What follows belongs to an exercise in optimizing a design on an open flow for small area; a production flow would make more cautious choices.
No run shown here included a check of the RTL's function; only the layout flow was run.

**design/flow/run.sh**
```bash
#!/bin/bash
# synth_recipe.tcl (not shown) runs the flow's synth.tcl, then flattens the netlist and writes it again
# the make line also repeats each setting of config.mk as NAME=value (left out here)
make -C /OpenROAD-flow-scripts/flow DESIGN_CONFIG=/design/flow/config.mk WORK_HOME=/design/flow/orfs CLKGATE_MAP_FILE= SYNTH_SCRIPT=/design/flow/synth_recipe.tcl finish
```
**design/flow/config.mk**
```make
export PLATFORM = sky130hd
export DESIGN_NAME = latlon_six_byte_encoder
export DESIGN_NICKNAME = latlon_six_byte_encoder
export VERILOG_FILES = /design/flow/design.v
export SDC_FILE = /design/flow/constraint.sdc
export NUM_CORES = 4
export LEC_CHECK = 0
export CAP_MARGIN = 20
export CORE_MARGIN = 2
export CORE_UTILIZATION = 40
export SLEW_MARGIN = 20
```
**design/flow/constraint.sdc**
```tcl
create_clock -name core_clock -period 7.0 [get_ports {clk}]
set_input_delay 1.4000 -clock core_clock [delete_from_list [all_inputs] [get_ports {clk}]]
set_output_delay 1.4000 -clock core_clock [all_outputs]
set_load 0.01 [all_outputs]
```
**design/flow/design.v**
```verilog
package llse_pkg;
  localparam logic signed [23:0] LAT_SPAN = 24'sd5184000;
  localparam logic signed [23:0] LAT_MIN  = -24'sd5184000;
  localparam logic signed [25:0] TURN     = 26'sd20736000;
  localparam logic signed [25:0] NEG_TURN = -26'sd20736000;
  function automatic logic [3:0] rot1(input logic [3:0] a);
    rot1 = {a[2:0], a[3]};
  endfunction
  function automatic logic [8:0] csa15(input logic [3:0] a, input logic [3:0] b,
                                       input logic [3:0] c);
    logic [3:0] m;
    m     = (a & b) | (a & c) | (b & c);
    csa15 = {m[3], rot1(m), a ^ b ^ c};
  endfunction
  function automatic logic [3:0] add15(input logic [3:0] a, input logic [3:0] b);
    logic [4:0] t0;
    logic [4:0] t1;
    t0    = {1'b0, a} + {1'b0, b};
    t1    = {1'b0, a} + {1'b0, b} + 5'd1;
    add15 = ((&a) && (&b)) ? 4'd0 : t1[4] ? t1[3:0] : t0[3:0];
  endfunction
  function automatic logic [31:0] csa(input logic [15:0] a, input logic [15:0] b,
                                      input logic [15:0] c);
    csa = {((a & b) | (a & c) | (b & c)) << 1, a ^ b ^ c};
  endfunction
  function automatic logic [7:0] lut_a(input logic [3:0] p, input logic b);
    logic [4:0] i;
    i = {b, p};
    lut_a[0] = (i == 5'd1) | (i == 5'd3) | (i == 5'd5) | (i == 5'd7) |
                (i == 5'd9) | (i == 5'd11) | (i == 5'd13) | (i == 5'd15) |
                (i == 5'd16) | (i == 5'd18) | (i == 5'd20) | (i == 5'd22) |
                (i == 5'd24) | (i == 5'd26) | (i == 5'd28) | (i == 5'd30);
    lut_a[1] = (i == 5'd1) | (i == 5'd2) | (i == 5'd5) | (i == 5'd6) |
                (i == 5'd9) | (i == 5'd10) | (i == 5'd13) | (i == 5'd14) |
                (i == 5'd18) | (i == 5'd19) | (i == 5'd22) | (i == 5'd23) |
                (i == 5'd26) | (i == 5'd27) | (i == 5'd30) | (i == 5'd31);
    lut_a[2] = (i == 5'd1) | (i == 5'd2) | (i == 5'd3) | (i == 5'd4) |
                (i == 5'd9) | (i == 5'd10) | (i == 5'd11) | (i == 5'd12) |
                (i == 5'd18) | (i == 5'd19) | (i == 5'd20) | (i == 5'd21) |
                (i == 5'd26) | (i == 5'd27) | (i == 5'd28) | (i == 5'd29);
    lut_a[3] = (i == 5'd1) | (i == 5'd2) | (i == 5'd3) | (i == 5'd4) |
                (i == 5'd5) | (i == 5'd6) | (i == 5'd7) | (i == 5'd8) |
                (i == 5'd18) | (i == 5'd19) | (i == 5'd20) | (i == 5'd21) |
                (i == 5'd22) | (i == 5'd23) | (i == 5'd24) | (i == 5'd25);
    lut_a[4] = (i == 5'd1) | (i == 5'd2) | (i == 5'd3) | (i == 5'd4) |
                (i == 5'd5) | (i == 5'd6) | (i == 5'd7) | (i == 5'd8) |
                (i == 5'd9) | (i == 5'd10) | (i == 5'd11) | (i == 5'd12) |
                (i == 5'd13) | (i == 5'd14) | (i == 5'd15) | (i == 5'd18) |
                (i == 5'd19) | (i == 5'd20) | (i == 5'd21) | (i == 5'd22) |
                (i == 5'd23) | (i == 5'd24) | (i == 5'd25) | (i == 5'd26) |
                (i == 5'd27) | (i == 5'd28) | (i == 5'd29) | (i == 5'd30) |
                (i == 5'd31);
    lut_a[5] = (i == 5'd2) | (i == 5'd4) | (i == 5'd6) | (i == 5'd8) |
                (i == 5'd10) | (i == 5'd12) | (i == 5'd14) | (i == 5'd16) |
                (i == 5'd19) | (i == 5'd21) | (i == 5'd23) | (i == 5'd25) |
                (i == 5'd27) | (i == 5'd29) | (i == 5'd31);
    lut_a[6] = (i == 5'd1) | (i == 5'd4) | (i == 5'd5) | (i == 5'd8) |
                (i == 5'd9) | (i == 5'd12) | (i == 5'd13) | (i == 5'd18) |
                (i == 5'd21) | (i == 5'd22) | (i == 5'd25) | (i == 5'd26) |
                (i == 5'd29) | (i == 5'd30);
    lut_a[7] = (i == 5'd1) | (i == 5'd2) | (i == 5'd3) | (i == 5'd8) |
                (i == 5'd9) | (i == 5'd10) | (i == 5'd11) | (i == 5'd18) |
                (i == 5'd19) | (i == 5'd20) | (i == 5'd25) | (i == 5'd26) |
                (i == 5'd27) | (i == 5'd28);
  endfunction
  function automatic logic [8:0] lut_b(input logic [3:0] p, input logic b);
    logic [4:0] i;
    i = {b, p};
    lut_b[0] = (i == 5'd1) | (i == 5'd3) | (i == 5'd5) | (i == 5'd7) |
                (i == 5'd9) | (i == 5'd11) | (i == 5'd13) | (i == 5'd15) |
                (i == 5'd16) | (i == 5'd18) | (i == 5'd20) | (i == 5'd22) |
                (i == 5'd24) | (i == 5'd26) | (i == 5'd28) | (i == 5'd30);
    lut_b[1] = (i == 5'd1) | (i == 5'd2) | (i == 5'd5) | (i == 5'd6) |
                (i == 5'd9) | (i == 5'd10) | (i == 5'd13) | (i == 5'd14) |
                (i == 5'd18) | (i == 5'd19) | (i == 5'd22) | (i == 5'd23) |
                (i == 5'd26) | (i == 5'd27) | (i == 5'd30) | (i == 5'd31);
    lut_b[2] = (i == 5'd1) | (i == 5'd2) | (i == 5'd3) | (i == 5'd4) |
                (i == 5'd9) | (i == 5'd10) | (i == 5'd11) | (i == 5'd12) |
                (i == 5'd18) | (i == 5'd19) | (i == 5'd20) | (i == 5'd21) |
                (i == 5'd26) | (i == 5'd27) | (i == 5'd28) | (i == 5'd29);
    lut_b[3] = (i == 5'd1) | (i == 5'd2) | (i == 5'd3) | (i == 5'd4) |
                (i == 5'd5) | (i == 5'd6) | (i == 5'd7) | (i == 5'd8) |
                (i == 5'd18) | (i == 5'd19) | (i == 5'd20) | (i == 5'd21) |
                (i == 5'd22) | (i == 5'd23) | (i == 5'd24) | (i == 5'd25);
    lut_b[4] = (i == 5'd1) | (i == 5'd2) | (i == 5'd3) | (i == 5'd4) |
                (i == 5'd5) | (i == 5'd6) | (i == 5'd7) | (i == 5'd8) |
                (i == 5'd9) | (i == 5'd10) | (i == 5'd11) | (i == 5'd12) |
                (i == 5'd13) | (i == 5'd14) | (i == 5'd15) | (i == 5'd18) |
                (i == 5'd19) | (i == 5'd20) | (i == 5'd21) | (i == 5'd22) |
                (i == 5'd23) | (i == 5'd24) | (i == 5'd25) | (i == 5'd26) |
                (i == 5'd27) | (i == 5'd28) | (i == 5'd29) | (i == 5'd30) |
                (i == 5'd31);
    lut_b[5] = (i == 5'd2) | (i == 5'd4) | (i == 5'd6) | (i == 5'd8) |
                (i == 5'd10) | (i == 5'd12) | (i == 5'd14) | (i == 5'd16) |
                (i == 5'd19) | (i == 5'd21) | (i == 5'd23) | (i == 5'd25) |
                (i == 5'd27) | (i == 5'd29) | (i == 5'd31);
    lut_b[6] = (i == 5'd1) | (i == 5'd4) | (i == 5'd5) | (i == 5'd8) |
                (i == 5'd9) | (i == 5'd12) | (i == 5'd13) | (i == 5'd18) |
                (i == 5'd21) | (i == 5'd22) | (i == 5'd25) | (i == 5'd26) |
                (i == 5'd29) | (i == 5'd30);
    lut_b[7] = (i == 5'd1) | (i == 5'd2) | (i == 5'd3) | (i == 5'd8) |
                (i == 5'd9) | (i == 5'd10) | (i == 5'd11) | (i == 5'd18) |
                (i == 5'd19) | (i == 5'd20) | (i == 5'd25) | (i == 5'd26) |
                (i == 5'd27) | (i == 5'd28);
    lut_b[8] = (i == 5'd2) | (i == 5'd4) | (i == 5'd6) | (i == 5'd9) |
                (i == 5'd11) | (i == 5'd13) | (i == 5'd15) | (i == 5'd16) |
                (i == 5'd19) | (i == 5'd21) | (i == 5'd23) | (i == 5'd26) |
                (i == 5'd28) | (i == 5'd30);
  endfunction
endpackage
module llse_prep #(
  parameter int LON = 0
) (
  input  logic [21:0] y,           
  output logic [3:0]  mq,
  output logic [3:0]  p,
  output logic [3:0]  sr,
  output logic        b            
);
  logic       s;
  logic       b24;
  logic [3:0] y0, z0, z1, z2, z3;
  logic [3:0] ru;                  
  logic [3:0] rf;                  
  logic [8:0] k1, k2, k3;
  logic [8:0] f1, f2, f3, f4;
  logic [8:0] k5;
  logic       c15;
  logic       c30;
  logic [2:0] wc;
  assign s   = y[21];
  assign b24 = y[20];
  assign y0  = y[3:0];
  assign z0  = y[7:4];
  assign z1  = y[11:8];
  assign z2  = y[15:12];
  assign z3  = y[19:16];
  always_comb begin
    if (LON != 0) begin
      ru = {s, s, s & b24, s ^ b24};
      rf = {s & b24, s ^ b24, s, 1'b0};
    end else begin
      ru = {s, s, s, 1'b0};
      rf = {s, 1'b0, s, 1'b0};
    end
  end
  assign k1 = llse_pkg::csa15(z0, z1, z2);
  assign k2 = llse_pkg::csa15(k1[3:0], k1[7:4], z3);
  assign k3 = llse_pkg::csa15(k2[3:0], k2[7:4], ru);
  assign f1 = llse_pkg::csa15(z1, llse_pkg::rot1(z2), z3);
  assign f2 = llse_pkg::csa15(f1[3:0], f1[7:4], llse_pkg::rot1(z3));
  assign f3 = llse_pkg::csa15(f2[3:0], f2[7:4], {rf[3:1], k1[8]});
  assign c30 = (&k3[3:0]) & (&k3[7:4]);
  assign c15 = ({1'b0, k3[3:0]} + {1'b0, k3[7:4]} + 5'd1) >= 5'd16;
  assign wc  = 3'(k2[8]) + 3'(k3[8]) + 3'(c15) + 3'(c30);
  assign f4 = llse_pkg::csa15(f3[3:0], f3[7:4], {1'b0, wc});
  assign mq = llse_pkg::add15(f4[3:0], f4[7:4]);
  assign k5 = llse_pkg::csa15(k3[3:0], k3[7:4], y0);
  assign sr = llse_pkg::add15(k5[3:0], k5[7:4]);
  assign {b, p} = {1'b0, sr} - {1'b0, y0};
endmodule
module llse_split (
  input  logic signed [23:0] lat,
  output logic               ok,
  output logic               pole
);
  assign ok   = (lat >= llse_pkg::LAT_MIN) && (lat <= llse_pkg::LAT_SPAN);
  assign pole = (lat == llse_pkg::LAT_MIN) || (lat == llse_pkg::LAT_SPAN);
endmodule
module llse_pack (
  input  logic        ok,          
  input  logic [7:0]  pz_a,        
  input  logic [8:0]  pz_b,        
  input  logic [12:0] low_a,       
  input  logic [12:0] low_b,       
  input  logic [3:0]  x_a,
  input  logic [3:0]  x_b,
  output logic        valid_res,
  output logic [47:0] code
);
  logic        b_a;
  logic        b_b;
  logic [7:0]  d_a;
  logic [8:0]  d_b;
  logic [31:0] c1, c2, c3, c4;
  logic [15:0] dd;
  assign b_a = low_a[12];
  assign b_b = low_b[12];
  assign d_a = pz_a + {low_a[11:8], low_a[11:8]} + llse_pkg::lut_a(low_a[7:4], b_a);
  assign d_b = pz_b + {low_b[8], low_b[11:8], low_b[11:8]} + llse_pkg::lut_b(low_b[7:4], b_b);
  assign c1 = llse_pkg::csa(16'(d_b), {5'b0, d_b, 2'b0}, {3'b0, d_b, 4'b0});
  assign c2 = llse_pkg::csa({2'b0, d_b, 5'b0}, {d_b, 7'b0}, 16'(d_a));
  assign c3 = llse_pkg::csa(c1[15:0], c1[31:16], c2[15:0]);
  assign c4 = llse_pkg::csa(c3[15:0], c3[31:16], c2[31:16]);
  assign dd = c4[15:0] + c4[31:16];
  assign valid_res = ok;
  assign code      = {dd, low_a[11:8], low_b[11:8], low_a[7:6], low_b[7:6],
                      low_a[5:4], low_b[5:4], low_a[3:0], low_b[3:0], x_a, x_b};
endmodule
module latlon_six_byte_encoder (
  input  logic               clk,
  input  logic               rst,
  input  logic               coord_valid,
  output logic               coord_ready,
  input  logic signed [23:0] coord_lat_sixteenths,
  input  logic signed [25:0] coord_lon_sixteenths,
  output logic               result_valid,
  input  logic               result_ready,
  output logic               result_valid_res,
  output logic [47:0]        result_code
);
  logic        v;
  logic        ok_in;
  logic        pole_in;
  logic [3:0]  mq_a, p_a, sr_a;
  logic [3:0]  mq_b, p_b, sr_b;
  logic        b_a_in, b_b_in;
  logic        lon_zero;
  logic [8:0]  lon_z;
  logic [8:0]  wrap;
  logic [7:0]  pz_a_in;
  logic [8:0]  pz_b_in;
  logic        ok;
  logic [7:0]  pz_a;
  logic [12:0] low_a;
  logic [3:0]  x_a;
  logic [8:0]  pz_b;
  logic [12:0] low_b;
  logic [3:0]  x_b;
  assign coord_ready  = !v || result_ready;
  assign result_valid = v;
  always_ff @(posedge clk) begin
    if (rst) begin
      v <= 1'b0;
    end else if (coord_ready) begin
      v <= coord_valid;
    end
  end
  llse_split u_split (
    .lat  (coord_lat_sixteenths),
    .ok   (ok_in),
    .pole (pole_in)
  );
  llse_prep #(.LON(0)) u_prep_a (
    .y  ({{2{coord_lat_sixteenths[23]}}, coord_lat_sixteenths[23:4]}),
    .mq (mq_a),
    .p  (p_a),
    .sr (sr_a),
    .b  (b_a_in)
  );
  llse_prep #(.LON(1)) u_prep_b (
    .y  (coord_lon_sixteenths[25:4]),
    .mq (mq_b),
    .p  (p_b),
    .sr (sr_b),
    .b  (b_b_in)
  );
  assign pz_a_in = coord_lat_sixteenths[15:8] + {coord_lat_sixteenths[10:8], 5'b0} + 8'd90;
  assign lon_z   = coord_lon_sixteenths[16:8];
  always_comb begin
    if (coord_lon_sixteenths >= llse_pkg::TURN) begin
      wrap = 9'd152;               
    end else if (!coord_lon_sixteenths[25]) begin
      wrap = 9'd0;
    end else if (coord_lon_sixteenths >= llse_pkg::NEG_TURN) begin
      wrap = 9'd360;
    end else begin
      wrap = 9'd208;               
    end
  end
  assign pz_b_in = lon_z + {lon_z[3:0], 5'b0} + {lon_z[0], 8'b0} + wrap;
  assign lon_zero = pole_in || !ok_in;
  always_ff @(posedge clk) begin
    if (coord_ready) begin
      ok    <= ok_in;
      pz_a  <= ok_in ? pz_a_in : 8'd0;
      low_a <= ok_in ? {b_a_in, mq_a, p_a, sr_a} : 13'd0;
      x_a   <= ok_in ? coord_lat_sixteenths[3:0] : 4'd0;
      pz_b  <= lon_zero ? 9'd0 : pz_b_in;
      low_b <= lon_zero ? 13'd0 : {b_b_in, mq_b, p_b, sr_b};
      x_b   <= lon_zero ? 4'd0 : coord_lon_sixteenths[3:0];
    end
  end
  llse_pack u_pack (
    .ok        (ok),
    .pz_a      (pz_a),
    .pz_b      (pz_b),
    .low_a     (low_a),
    .low_b     (low_b),
    .x_a       (x_a),
    .x_b       (x_b),
    .valid_res (result_valid_res),
    .code      (result_code)
  );
endmodule
```
==> qor.yml, run 1 <==
timing:
  setup-violations-final: 7
  min_period_ns: 7.46
  rsz0062_at_grt: "true"
  relSlewSlack_pct: 52.4
  tightestPinTransition_ns: 0.714
  clock_skew_ns: 0.00341
  hold_viol_final: 0
  period_share_pct: 107
  fin_setup_tns_ns: -2.12
  slew_violations: 0
  fmax_mhz: 134
  setup_ws_ns: -0.462
run:
  drv_cap: 0
drt:
  drt_first_iter_violations: 284
  drtPass1Iterations: 4
  drcViolationCount: 0
  routed-via-count: 6732
  routedWlPerCell_um: 14.5
  totalWireLength_um: 20100
  vias_per_cell: 4.85
  drtAntennaViolNets: 0
place:
  pre_cts_slack_ns: -0.607
  portBuffers: 104
  gp_congestion: 0.861
  dpl.hpwl_um: 17200
  placedCellCount: 1361
  place_area_um2: 11200
clock_network:
  postCtsHoldBufs: 0
  cts_max_path_buffers: 2
  clkLatencyLatePin_ns: 0.31
  htree_levels: 2
  clkSlewWorstSetupHoldPaths_ns: 0.08
  cts-buffers-inserted: 5
  tritoncts: "done"
  clock_sinks: 53
  root_buffer: "clkbuf_16"
logic_synthesis:
  yosysTopAreaCell: "fa_1"
  synth_seq_cells: 53
  yosys-top-cells-area: "fa_1 26%, edfxtp_1 19%, ha_1 17%"
  synth_top_cell_area_share_pct: 26.4
  ys.warnings.count: 4
  synthesis.area_um2: 8430
  synthFlopType: "edfxtp_1"
  ys_async_sr_fraction_pct: 0
  netlist_instances: 832
  yosysSeqAreaShare_pct: 18.8
  synth_area_per_cell_um2: 10.1
  synth_cell_types: 60
  synth_fp_nets: 1110
  synth_edf_count: 52
global_route:
  grt_max_degree: 54
  grt_pass1_wl_um: 33600
  antenna_found_initial: 0
  grt_pass1_vias: 7035
  grt_overflow_total: 0
  track_usage_pct: 18.8
worst_setup_path:
  cp.required_ns: 5.60
  start_kind: "register"
  worstPathArrival_ns: 6.06
  critical_path_class: "reg2out"
  path_max_fanout: 4
  end_kind: "output port"
floorplan:
  initial_core_util_pct: 40.5
  die_w_um: 149
  dieArea_um2: 22300
  pin_count: 105
  core-area_um2: 20800
  chipHeight_um: 149
  fp-row-count: 53
status:
  status: "complete, but fails checks"
  so_faults: "negative setup slack"
final_layout:
  syn_to_final_growth_pct: 37.5
  diodes: 0
  final_cell_mix: "170 x buf_4, 114 x inv_1, 102 x fa_1"
  fillers: 1880
  utilization_pct: 55.7
  layout.nets: 1389
  fin_cells: 1387
  design_area_um2: 11600
  drive_gt1_share_pct: 24.4
  final_common_cell: "buf_4"
worst_hold_path:
  hold_class: "reg2reg"
[registers in the layout, summed over array words and instances, names as in the netlist]
name	cells
v	1
x_b	4
pz_a	8
low_a	13
x_a	4
low_b	13
pz_b	9
ok	1
[cell families after synthesis]
group	Yosys count	share of synthesized area, %
buffers and inverters	133	6.03
adder cells (fa/ha/maj)	224	43.1
flip-flops	53	18.8
AND/OR/NAND/NOR	204	13.4
AO/OA/AOI/OAI	151	11.4
XOR/XNOR	67	7.29
[worst max-delay path, stage by stage (launching register included)]
cell       delay [ns]
edfxtp_1         0.43
buf_4            0.18
a21oi_2          0.18
xnor2_2          0.14
fa_2             0.51
fa_2             0.41
a21o_1           0.18
a21oi_2          0.15
o21ai_1          0.07
a21oi_1          0.16
xor2_1           0.23
buf_4            0.16
fa_2             0.44
fa_2             0.49
fa_2             0.54
inv_2            0.04
ha_4             0.17
a2111oi_4        0.27
o211ai_1         0.16
a41o_1           0.22
a21o_1           0.21
a21oi_2          0.16
xnor2_1          0.13
buf_2            0.15
[timing repair]
item	CTS	global route
endpoints found under the setup margin	10	21
buffers inserted	8	9
gates cloned	0	1
pin swaps	20	44
gates resized for setup	43	46
[path summary, 6_finish.rpt]
kind	start	to	slack, ns	cells after the start
setup / recovery	low_b[4]	result_code[45]	-0.46	23
hold / removal	v	v	1.02	3
hold reg to reg	v	v	1.02	3
setup reg to reg	v	low_b[11]	5.61	2
[final cells by class]
class                   count  area (um2)  area share [%]
clock inverters             3        26.3           0.227
flip-flops and latches     53        1580            13.6
inverters                 125         474            4.09
repair buffers            280        2350            20.3
multi-input cells         646        6690            57.7
clock buffers               5         125            1.08
well taps                 275         344            2.97
[Yosys cell counts (all sizes together) (3+ instances only)]
| library cell | count |
|---|---|
| inv | 125 |
| ha | 113 |
| fa | 111 |
| edfxtp | 52 |
| a21oi | 49 |
| nor2 | 43 |
| o21ai | 40 |
| xnor2 | 39 |
| nand2 | 26 |
| xor2 | 26 |
| nor3 | 22 |
| a21o | 21 |
| and2 | 21 |
| nor2b | 14 |
| nand2b | 13 |
| nand4 | 13 |
| nand3 | 11 |
| nor4 | 8 |
| and3 | 7 |
| or3 | 6 |
| a32oi | 5 |
| clkbuf | 5 |
| o211ai | 5 |
| a211oi | 4 |
| o21bai | 4 |
| or4 | 4 |
| a31oi | 3 |
| buf | 3 |
| nor3b | 3 |
| o21a | 3 |
| o31ai | 3 |
[metrics by stage]
stage          hold WS [ns]
6_report               1.02
4_1_cts                1.07
5_1_grt                1.10
3_5_place_dp           1.05
2_1_floorplan          1.47
3_3_place_gp           1.06
[metal layers]
metal	vias to the layer above	global-route usage, %	share of wire [%]
li1	3417	-	-
met3	12	2.66	3.4
met4	0	3.43	0.93
met5	-	0	0
met1	3211	24.9	46
met2	92	33.2	50
==> run 2: changes to the inputs <==
--- a/design/flow/config.mk
+++ b/design/flow/config.mk
@@ -10,2 +10,3 @@
 export CORE_UTILIZATION = 40
+export GPL_TIMING_DRIVEN = 0
 export SLEW_MARGIN = 20
==> qor.yml, run 2 <==
status:
  status: "complete, but fails checks"  # unchanged
  so_faults: "negative setup slack"  # unchanged
floorplan:
  fp-row-count: 53  # unchanged
  pin_count: 105  # unchanged
  initial_core_util_pct: 40.5  # unchanged
  core-area_um2: 20800  # unchanged
  die_w_um: 149  # unchanged
  dieArea_um2: 22300  # unchanged
  chipHeight_um: 149  # unchanged
worst_setup_path:
  crit_buf_inv: 3  # was 4
  crit_path_frequent_cell: "fa_2"  # unchanged
  reg2reg_slack_ns: 5.83  # was 5.61 ns
  start_kind: "register"  # unchanged
  critical_path_class: "reg2out"  # unchanged
  crit_family: "adder cells"  # unchanged
  end_kind: "output port"  # unchanged
  cp_slowest_stage_delay_ns: 0.54  # about the same
  path_max_fanout: 6  # was 4
  worstPathArrival_ns: 6.06  # about the same
  crit_chain: "nor2b_4 -> xnor2_2 -> fa_1 -> inv_1 -> ha_2 -> fa_2 -> a21oi_2 -> nor2_1 -> nor2_1 -> o21bai_1 -> a21oi_2 -> xnor2_2 -> fa_1 -> fa_2 -> fa_2 -> inv_2 -> ha_4 -> a2111oi_4 -> o211ai_1 -> a41o_1 -> a21o_1 -> o22ai_2 -> xor2_1 -> buf_2"  # was buf_4 -> a21oi_2 -> xnor2_2 -> fa_2 -> fa_2 -> a21o_1 -> a21oi_2 -> o21ai_1 -> a21oi_1 -> xor2_1 -> buf_4 -> fa_2 -> fa_2 -> fa_2 -> inv_2 -> ha_4 -> a2111oi_4 -> o211ai_1 -> a41o_1 -> a21o_1 -> a21oi_2 -> xnor2_1 -> buf_2
  cp.required_ns: 5.60  # about the same
  crit_slowest_cell: "fa_2"  # unchanged
drt:
  drcViolationCount: 0  # unchanged
  wl_met2_um: 9390  # was 10000 um
  drt_first_iter_violations: 233  # was 284
  wl_met3_um: 545  # was 689 um
  routed-via-count: 6338  # was 6732
  vias_per_cell: 5.06  # was 4.85
  drtAntennaViolNets: 0  # unchanged
  totalWireLength_um: 18800  # was 20100 um
  met1_length_um: 8670  # was 9160 um
  routedWlPerCell_um: 15.0  # was 14.5 um
  drtPass1Iterations: 4  # unchanged
  topRoutingLayerUsed: "met4"  # unchanged
logic_synthesis:
  ys_async_sr_fraction_pct: 0  # unchanged
  synth_compound_area_share_pct: 11.4  # unchanged
  synthesis.area_um2: 8430  # unchanged
  synth_fp_nets: 1110  # unchanged
  synth_top_cell_area_share_pct: 26.4  # unchanged
  yosysSeqAreaShare_pct: 18.8  # unchanged
  synth_area_per_cell_um2: 10.1  # unchanged
  yosys-top-cells-area: "fa_1 26%, edfxtp_1 19%, ha_1 17%"  # unchanged
  synth_top_family_by_area: "adder cells"  # unchanged
  yosysTopAreaCell: "fa_1"  # unchanged
  ys.warnings.count: 4  # unchanged
  netlist_instances: 832  # unchanged
  synthSimpleGateAreaFrac_pct: 13.4  # unchanged
  synth_seq_cells: 53  # unchanged
  synthAdderAreaFrac_pct: 43.1  # unchanged
  synth_mux_area_share_pct: 0  # unchanged
  synth_edf_count: 52  # unchanged
  synth-xor-area-share_pct: 7.29  # unchanged
  synthFlopType: "edfxtp_1"  # unchanged
  synth.most_common_cell: "inv_1"  # unchanged
  synth_commonest_cells: "124 x inv_1, 113 x ha_1, 111 x fa_1, 52 x edfxtp_1, 47 x a21oi_1"  # unchanged
  synth_cell_types: 60  # unchanged
global_route:
  grt_max_degree: 42  # was 54
  grt_pass1_wl_um: 31800  # was 33600 um
  track_usage_pct: 17.7  # was 18.8%
  grt_overflow_total: 0  # unchanged
  grt_pass1_vias: 6490  # was 7035
  antenna_found_initial: 0  # unchanged
final_layout:
  diodes: 0  # unchanged
  utilization_pct: 51.3  # was 55.7%
  drive_gt1_share_pct: 13.9  # was 24.4%
  layout.nets: 1255  # was 1389
  multi_input_area_um2: 6760  # was 6690 um2
  fillers: 1922  # was 1880
  design_area_um2: 10700  # was 11600 um2
  register_area_um2: 1580  # unchanged
  syn_to_final_growth_pct: 26.6  # was 37.5%
  top_regs: "low_a: 13 flops, low_b: 13 flops, pz_b: 9 flops"  # unchanged
  final_cell_mix: "119 x inv_1, 103 x fa_1, 101 x ha_1"  # was 170 x buf_4, 114 x inv_1, 102 x fa_1
  final_common_cell: "inv_1"  # was buf_4
timing:
  clock_skew_ns: 0.00437  # was 0.00341 ns
  fin_setup_tns_ns: -2.03  # was -2.12 ns
  setup-violations-final: 7  # unchanged
  hold_viol_final: 0  # unchanged
  slew_violations: 0  # unchanged
  rsz0062_at_grt: "true"  # unchanged
  fmax_mhz: 134  # about the same
  min_period_ns: 7.46  # about the same
  setup_ws_ns: -0.464  # was -0.462 ns
  tightestPinTransition_ns: 0.868  # was 0.714 ns
  hold_ws_ns: 0.712  # was 1.02 ns
  period_share_pct: 107  # about the same
  relSlewSlack_pct: 41.6  # was 52.4%
run:
  drv_cap: 0  # unchanged
clock_network:
  clkLatencyLatePin_ns: 0.29  # was 0.31 ns
  root_buffer: "clkbuf_16"  # unchanged
  htree_levels: 2  # unchanged
  cts_max_path_buffers: 2  # unchanged
  clock_sinks: 53  # unchanged
  cts-buffers-inserted: 5  # unchanged
  clkSlewWorstSetupHoldPaths_ns: 0.07  # was 0.08 ns
  tritoncts: "done"  # unchanged
place:
  dpl.hpwl_um: 15700  # was 17200 um
  place_area_um2: 10100  # was 11200 um2
  gp_congestion: 0.857  # was 0.861
  portBuffers: 104  # unchanged
worst_hold_path:
  hold_class: "reg2reg"  # unchanged
[run 2: layout make-up]
class | instances | share of cell area, %
plain buffers | 6 | 0.516
clock buffers | 6 | 1.21
clock inverters | 2 | 0.129
inverters | 125 | 4.44
multi-input cells | 646 | 63.3
flip-flops and latches | 53 | 14.8
well taps | 275 | 3.22
repair buffers | 140 | 12.3
[run 2: logic make-up after synthesis]
kind of cell / after synthesis
simple gates: 204
xor+xnor: 67
compound gates: 151
buf+inv: 133
flops: 53
fa+ha+maj: 224
[run 2: what timing repair did]
action | in CTS | in global routing
hold buffers | 0 | 0
setup endpoints to repair | 18 | 22
gates resized for setup | 44 | 68
pin swaps | 30 | 37
setup buffers | 25 | 9
hold endpoints to repair | 0 | 0
cloned | 1 | 0
[run 2: metal layers]
metal	vias to the layer above	global-route usage [%]
li1	3159	-
met4	0	2.90
met2	81	30.8
met1	3089	23.9
met5	-	0
met3	9	2.78
[run 2: final timing paths]
path              from              end  cells past startpoint
max          low_a[12]  result_code[47]                     24
min                  v           x_a[1]                      1
max reg2reg          v        low_a[10]                      2
min reg2reg          v           x_a[1]                      1
[run 2: through the flow]
stage / std cells / setup WS, ns
2_1_floorplan: 832 / -0.000828
3_3_place_gp: 1211 / -0.963
3_5_place_dp: 1212 / -0.948
4_1_cts: 1246 / -0.561
5_1_grt: 1253 / -0.738
6_report: 1253 / -0.464
==> run 3: changes to the inputs <==
--- a/design/flow/config.mk
+++ b/design/flow/config.mk
@@ -9,4 +9,5 @@
 export CORE_MARGIN = 2
-export CORE_UTILIZATION = 40
+export CORE_UTILIZATION = 65
 export GPL_TIMING_DRIVEN = 0
+export PLACE_DENSITY = 0.75
 export SLEW_MARGIN = 20
==> qor.yml, run 3 <==
status:
  status: "complete, but fails checks"  # unchanged
  so_faults: "negative setup slack"  # unchanged
logic_synthesis:
  synth_mux_area_share_pct: 0  # unchanged
  synth.most_common_cell: "inv_1"  # unchanged
  synth_commonest_cells: "124 x inv_1, 113 x ha_1, 111 x fa_1, 52 x edfxtp_1, 47 x a21oi_1"  # unchanged
  yosys-top-cells-area: "fa_1 26%, edfxtp_1 19%, ha_1 17%"  # unchanged
  synthFlopType: "edfxtp_1"  # unchanged
  yosysSeqAreaShare_pct: 18.8  # unchanged
  netlist_instances: 832  # unchanged
  synth_edf_count: 52  # unchanged
  synthAdderAreaFrac_pct: 43.1  # unchanged
  synth-xor-area-share_pct: 7.29  # unchanged
  synth_top_cell_area_share_pct: 26.4  # unchanged
  yosysTopAreaCell: "fa_1"  # unchanged
  synth_seq_cells: 53  # unchanged
  synthesis.area_um2: 8430  # unchanged
  ys.warnings.count: 4  # unchanged
  synth_cell_types: 60  # unchanged
  synth_fp_nets: 1110  # unchanged
  synth_area_per_cell_um2: 10.1  # unchanged
  synth_top_family_by_area: "adder cells"  # unchanged
  ys_async_sr_fraction_pct: 0  # unchanged
  synthSimpleGateAreaFrac_pct: 13.4  # unchanged
  synth_compound_area_share_pct: 11.4  # unchanged
worst_hold_path:
  hold_class: "reg2reg"  # unchanged
  hold_depth: 2  # was 1
  worstHoldStart: "v"  # unchanged
  worstHoldEndpoint: "v"  # was x_a[1]
worst_setup_path:
  worstPathArrival_ns: 6.60  # was 6.06 ns
  crit_path_frequent_cell: "fa_1"  # was fa_2
  path_max_fanout: 9  # was 6
  critical_path_class: "reg2out"  # unchanged
  crit_slowest_cell: "fa_1"  # was fa_2
  reg2reg_slack_ns: 5.69  # was 5.83 ns
  timing.rr.end: "x_b[3]"  # was low_a[10]
  end_kind: "output port"  # unchanged
  start_kind: "register"  # unchanged
  r2r_start: "v"  # unchanged
  crit_family: "adder cells"  # unchanged
  cp.required_ns: 5.60  # about the same
  cp_num_cells: 24  # unchanged
  crit_chain: "clkbuf_8 -> buf_4 -> o21ai_0 -> o21ai_0 -> nor2_1 -> a21oi_1 -> fa_1 -> ha_2 -> a21o_1 -> a21oi_4 -> xor2_2 -> ha_4 -> xnor2_2 -> fa_1 -> inv_1 -> fa_1 -> ha_4 -> a2111oi_4 -> o211ai_1 -> a41o_1 -> a21o_1 -> a21oi_2 -> xnor2_1 -> buf_2"  # was nor2b_4 -> xnor2_2 -> fa_1 -> inv_1 -> ha_2 -> fa_2 -> a21oi_2 -> nor2_1 -> nor2_1 -> o21bai_1 -> a21oi_2 -> xnor2_2 -> fa_1 -> fa_2 -> fa_2 -> inv_2 -> ha_4 -> a2111oi_4 -> o211ai_1 -> a41o_1 -> a21o_1 -> o22ai_2 -> xor2_1 -> buf_2
  crit_buf_inv: 4  # was 3
  cp_slowest_stage_delay_ns: 0.54  # about the same
  rr_worst_depth: 1  # was 2
global_route:
  grt_max_degree: 55  # was 42
  grt_pass1_wl_um: 36000  # was 31800 um
  antenna_found_initial: 1  # was 0
  grt.busiest_layer: "met2"  # unchanged
  use_met1_pct: 39.7  # was 23.9%
  met2_usage_pct: 57.3  # was 30.8%
  grt_overflow_total: 0  # unchanged
  track_usage_pct: 32.3  # was 17.7%
  grt_pass1_vias: 7495  # was 6490
  grtUsageMet3_pct: 4.80  # was 2.78%
floorplan:
  core-area_um2: 12600  # was 20800 um2
  dieArea_um2: 13900  # was 22300 um2
  fp-row-count: 41  # was 53
  initial_core_util_pct: 66.8  # was 40.5%
  die_w_um: 118  # was 149 um
  chipHeight_um: 118  # was 149 um
  pin_count: 105  # unchanged
place:
  placedCellCount: 1108  # was 1212
  dpl.hpwl_um: 16500  # was 15700 um
  place_area_um2: 9910  # was 10100 um2
  portBuffers: 104  # unchanged
  gp_congestion: 0.913  # was 0.857
clock_network:
  clkLatencyLatePin_ns: 0.31  # was 0.29 ns
  root_buffer: "clkbuf_16"  # unchanged
  postCtsHoldBufs: 0  # unchanged
  clock_sinks: 53  # unchanged
  cts-buffers-inserted: 5  # unchanged
  clkSlewWorstSetupHoldPaths_ns: 0.08  # was 0.07 ns
  cts_max_path_buffers: 2  # unchanged
  tritoncts: "done"  # unchanged
  htree_levels: 2  # unchanged
timing:
  fmax_mhz: 125  # was 134 MHz
  slew_violations: 0  # unchanged
  setup-violations-final: 8  # was 7
  hold_viol_final: 0  # unchanged
  relSlewSlack_pct: 32.5  # was 41.6%
  period_share_pct: 114  # was 107%
  hold_ws_ns: 1.10  # was 0.712 ns
  rsz0062_at_grt: "true"  # unchanged
  tightestPinTransition_ns: 1.00  # was 0.868 ns
  clock_skew_ns: 0.00404  # was 0.00437 ns
  setup_ws_ns: -0.997  # was -0.464 ns
  min_period_ns: 8.00  # was 7.46 ns
final_layout:
  final_common_cell: "inv_1"  # unchanged
  syn_to_final_growth_pct: 27.3  # was 26.6%
  top_regs: "low_a: 13 flops, low_b: 13 flops, pz_b: 9 flops"  # unchanged
  diodes: 0  # unchanged
  design_area_um2: 10700  # about the same
  utilization_pct: 85.1  # was 51.3%
  fillers: 648  # was 1922
  drive_gt1_share_pct: 17.4  # was 13.9%
  final_cell_mix: "118 x inv_1, 104 x fa_1, 97 x ha_1"  # was 119 x inv_1, 103 x fa_1, 101 x ha_1
  layout.nets: 1271  # was 1255
  fin_cells: 1166  # was 1253
drt:
  routed-via-count: 7351  # was 6338
  drtAntennaViolNets: 0  # unchanged
  drtPass1Iterations: 5  # was 4
  drcViolationCount: 0  # unchanged
  drt_first_iter_violations: 581  # was 233
  totalWireLength_um: 25300  # was 18800 um
  vias_per_cell: 6.30  # was 5.06
  routedWlPerCell_um: 21.7  # was 15.0 um
run:
  drv_cap: 0  # unchanged
[run 3: cell families after synthesis]
family	Yosys count
flops	53
buf+inv	133
compound gates	151
xor+xnor	67
simple gates	204
fa+ha+maj	224
[run 3: cell type report]
type	instances	area, um2	area share, %
clock buffers	5	125	1.17
multi-input cells	646	6850	63.8
clock inverters	3	28.8	0.268
well taps	172	215	2.00
plain buffers	7	67.6	0.629
repair buffers	155	1390	13.0
inverters	125	474	4.42
flip-flops and latches	53	1580	14.7
[run 3: worst max-delay path by stage]
stage / slack (ns) / from / endpoint
final: -1.0 / low_b[7] / result_code[45]
after global routing: -1.19 / low_b[7] / result_code[45]
after CTS: -0.59 / low_b[12] / result_code[46]
after detailed placement: -0.95 / low_b[5] / result_code[47]
after global placement: -0.83 / low_b[5] / result_code[47]
after floorplan: -0.0008 / low_b[5] / result_code[47]
[run 3: metal layers]
layer	part of all wire, %	vias up
li1	-	3183
met1	37	3617
met2	51	435
met3	7.2	116
met4	5.3	0
met5	0	-
[run 3: stage by stage]
| step | setup slack, ns | TNS (ns) |
|---|---|---|
| 6_report | -0.997 | -5.50 |
| 4_1_cts | -0.592 | -2.52 |
| 3_3_place_gp | -0.825 | -6.12 |
| 5_1_grt | -1.19 | -7.07 |
| 2_1_floorplan | -0.000828 | -0.000828 |
| 3_5_place_dp | -0.950 | -9.64 |
[run 3: what timing repair did]
action                     4_1_cts  5_1_grt
setup endpoints to repair       18       23
buffers inserted                29       23
gates resized for setup         69       75
pin swaps                       36       36
==> run 4: changes to the inputs <==
==> design/flow/flow/run.sh (new file) <==
#!/bin/bash
# Standard layout, but with the smallest buffer on the ports instead of the
# default delay-cell buffer. Each tool's output goes to a log file here.
set -euo pipefail
bash standard.sh "BUFFER_PORTS_ARGS=-buffer_cell sky130_fd_sc_hd__buf_1" finish > standard.log 2>&1
==> design/flow/standard.sh (new file) <==
#!/bin/bash
# synth_recipe.tcl (not shown) runs the flow's synth.tcl, then flattens the netlist and writes it again
# the make line also repeats each setting of config.mk as NAME=value (left out here)
make -C /OpenROAD-flow-scripts/flow DESIGN_CONFIG=/design/flow/config.mk WORK_HOME=/design/flow/orfs CLKGATE_MAP_FILE= SYNTH_SCRIPT=/design/flow/synth_recipe.tcl "${@:-finish}"
--- a/design/flow/config.mk
+++ b/design/flow/config.mk
@@ -9,5 +9,4 @@
 export CORE_MARGIN = 2
-export CORE_UTILIZATION = 65
+export CORE_UTILIZATION = 40
 export GPL_TIMING_DRIVEN = 0
-export PLACE_DENSITY = 0.75
 export SLEW_MARGIN = 20
removed: design/flow/run.sh
==> qor.yml, run 4 <==
place:
  pre_cts_slack_ns: -0.490  # was -0.950 ns
  dpl.hpwl_um: 15200  # was 16500 um
  gp_congestion: 0.841  # was 0.913
  portBuffers: 104  # unchanged
floorplan:
  pin_count: 105  # unchanged
  dieArea_um2: 22300  # was 13900 um2
  chipHeight_um: 149  # was 118 um
  core-area_um2: 20800  # was 12600 um2
  die_w_um: 149  # was 118 um
  fp-row-count: 53  # was 41
  initial_core_util_pct: 40.5  # was 66.8%
worst_setup_path:
  path_max_fanout: 6  # was 9
  critical_path_class: "reg2out"  # unchanged
  rr_worst_depth: 1  # unchanged
  timing.rr.end: "pz_b[8]"  # was x_b[3]
  worstPathArrival_ns: 6.08  # was 6.60 ns
  startpoint: "low_b[12]"  # was low_b[7]
  cp.required_ns: 5.60  # about the same
  start_kind: "register"  # unchanged
  r2r_start: "v"  # unchanged
  reg2reg_slack_ns: 5.70  # was 5.69 ns
  end_kind: "output port"  # unchanged
clock_network:
  clkLatencyLatePin_ns: 0.30  # was 0.31 ns
  cts_max_path_buffers: 2  # unchanged
  clkSlewWorstSetupHoldPaths_ns: 0.07  # was 0.08 ns
  clock_sinks: 53  # unchanged
  tritoncts: "done"  # unchanged
  postCtsHoldBufs: 0  # unchanged
  cts-buffers-inserted: 5  # unchanged
  root_buffer: "clkbuf_16"  # unchanged
  htree_levels: 2  # unchanged
timing:
  setup_ws_ns: -0.484  # was -0.997 ns
  tightestPinTransition_ns: 0.909  # was 1.00 ns
  clock_skew_ns: 0.00836  # was 0.00404 ns
  setup-violations-final: 7  # was 8
  rsz0062_at_grt: "true"  # unchanged
  fin_setup_tns_ns: -2.15  # was -5.50 ns
  fmax_mhz: 134  # was 125 MHz
  slew_violations: 0  # unchanged
  min_period_ns: 7.48  # was 8.00 ns
  relSlewSlack_pct: 38.9  # was 32.5%
  period_share_pct: 107  # was 114%
  hold_viol_final: 0  # unchanged
drt:
  drtPass1Iterations: 4  # was 5
  drcViolationCount: 0  # unchanged
  vias_per_cell: 4.97  # was 6.30
  drtAntennaViolNets: 0  # unchanged
  routedWlPerCell_um: 14.6  # was 21.7 um
  totalWireLength_um: 18300  # was 25300 um
  routed-via-count: 6241  # was 7351
  drt_first_iter_violations: 294  # was 581
logic_synthesis:
  yosysTopAreaCell: "fa_1"  # unchanged
  synth_area_per_cell_um2: 10.1  # unchanged
  synth_edf_count: 52  # unchanged
  ys.warnings.count: 4  # unchanged
  yosys-top-cells-area: "fa_1 26%, edfxtp_1 19%, ha_1 17%"  # unchanged
  synth_cell_types: 60  # unchanged
  synth.most_common_cell: "inv_1"  # unchanged
  synth_fp_nets: 1110  # unchanged
  synth_seq_cells: 53  # unchanged
  synth_commonest_cells: "124 x inv_1, 113 x ha_1, 111 x fa_1, 52 x edfxtp_1, 47 x a21oi_1"  # unchanged
  ys_async_sr_fraction_pct: 0  # unchanged
  yosysSeqAreaShare_pct: 18.8  # unchanged
  synthesis.area_um2: 8430  # unchanged
  synth_top_cell_area_share_pct: 26.4  # unchanged
  synthFlopType: "edfxtp_1"  # unchanged
  netlist_instances: 832  # unchanged
final_layout:
  final_cell_mix: "117 x inv_1, 104 x fa_1, 102 x ha_1"  # was 118 x inv_1, 104 x fa_1, 97 x ha_1
  drive_gt1_share_pct: 14.1  # was 17.4%
  final_common_cell: "inv_1"  # unchanged
  fillers: 2024  # was 648
  layout.nets: 1257  # was 1271
  diodes: 0  # unchanged
  syn_to_final_growth_pct: 19.8  # was 27.3%
  top_regs: "low_a: 13 flops, low_b: 13 flops, pz_b: 9 flops"  # unchanged
  utilization_pct: 48.5  # was 85.1%
global_route:
  antenna_found_initial: 0  # was 1
  grt_pass1_wl_um: 30300  # was 36000 um
  grt_overflow_total: 0  # unchanged
  track_usage_pct: 16.9  # was 32.3%
  grt_max_degree: 55  # unchanged
  grt_pass1_vias: 6253  # was 7495
status:
  status: "complete, but fails checks"  # unchanged
  so_faults: "negative setup slack"  # unchanged
worst_hold_path:
  hold_depth: 2  # unchanged
  worstHoldEndpoint: "v"  # unchanged
  worstHoldStart: "v"  # unchanged
  hold_class: "reg2reg"  # unchanged
run:
  drv_cap: 0  # unchanged
[run 4: changes by cell type in the layout (fill, tap and decap cells not counted), sizes merged, moves of 2 or more]
cell	previous run	this run
buf	62	137
clkdlybuf4s50	68	0
dlymetal6s2s	14	0
dlygate4sd2	5	0
inv	128	126
[run 4: final cells by class]
class                      count  area, um2  share of cell area [%]
buffer                         8       71.3                   0.706
clock buffer                   6        129                    1.28
clock inverter                 2       13.8                   0.136
inverter                     125        479                    4.75
multi-input combinational    646       6770                    67.0
sequential                    53       1580                    15.7
tap                          275        344                    3.41
timing repair buffer         140        712                    7.05
[run 4: cells by family (layout without fill, tap and decap cells)]
kind of cell             count (synthesis)  in the layout  synth area share [%]
XOR/XNOR                                67             67                  7.29
buffers and inverters                  133            281                  6.03
AND/OR/NAND/NOR                        204            204                  13.4
flip-flops                              53             53                  18.8
adder cells (fa/ha/maj)                224            224                  43.1
AO/OA/AOI/OAI                          151            151                  11.4
[run 4: worst max path at each step]
| stage | end | slack [ns] | cells after the start |
|---|---|---|---|
| 2_1_floorplan | result_code[47] | -0.0008 | 23 |
| 3_3_place_gp | result_code[47] | -0.53 | 24 |
| 3_5_place_dp | result_code[45] | -0.49 | 24 |
| 4_1_cts | result_code[45] | -0.50 | 24 |
| 5_1_grt | result_code[47] | -0.75 | 24 |
| 6_report | result_code[46] | -0.48 | 24 |
[run 4: through the flow]
stage / hold slack (ns) / cells / cell area, um2
finish: 1.06 / 1255 / 10100
global route: 1.18 / 1255 / 10100
CTS: 1.12 / 1244 / 9870
detailed placement: 1.11 / 1211 / 9390
global placement: 1.55 / 1211 / 9380
floorplan: 1.47 / 832 / 8650
[run 4: repair_timing]
action	4_1_cts	5_1_grt
gates resized for setup	28	39
pin swaps	26	13
buffers inserted	25	11
endpoints found under the setup margin	10	12
[run 4: worst max-delay path: stages, from the launching register on]
cell       delay, ns
edfxtp_1        0.41
buf_4           0.18
or3_1           0.38
o21ai_2         0.08
fa_1            0.48
ha_4            0.33
nand3_4         0.08
o2111ai_4       0.22
a21o_1          0.20
a21oi_4         0.08
xor2_2          0.16
buf_4           0.16
buf_6           0.10
a211o_1         0.28
fa_1            0.53
inv_2           0.04
fa_1            0.54
inv_2           0.04
ha_4            0.22
a211o_1         0.30
a211oi_2        0.25
o31ai_2         0.12
or4_1           0.42
nand3_2         0.08
buf_6           0.10
[run 4: routing by layer]
layer,GRT usage [%],vias up,share of wire [%]
met2,29.5,99,50
met4,2.95,0,0.85
met1,22.6,2973,46
met3,2.63,11,3.4
met5,0,-,0
li1,-,3158,-

==> afterwards: timing with drivers on the ports <==
Ports are ideal in the flow. The routed layouts listed here were re-timed in OpenROAD. Step 1: set_driving_cell puts a clkbuf_16 on clk and a buf_2 on each other input, an assumption about the parent block. Step 2 adds t to the input delays and takes it off the output delays; t is the mean of the earliest and latest rising clock arrival at the registers after step 1. Input paths then give back, and output paths get back, about the clock's delay inside the block. Three values: ideal, step 1, step 2; two values: the first two.
run	t (ns)	setup slack, ns	hold WS [ns]	clock arrival spread, ns
run 1	0.347	-0.462 / -0.505 / -0.158	1.023 / 1.023 / 1.023	0.006 / 0.006
run 2	0.327	-0.464 / -0.502 / -0.176	0.712 / 0.712 / 0.712	0.005 / 0.005
run 3	0.349	-0.997 / -1.035 / -0.685	1.099 / 1.099 / 1.099	0.007 / 0.007
run 4	0.335	-0.484 / -0.524 / -0.190	1.064 / 1.064 / 1.064	0.009 / 0.009
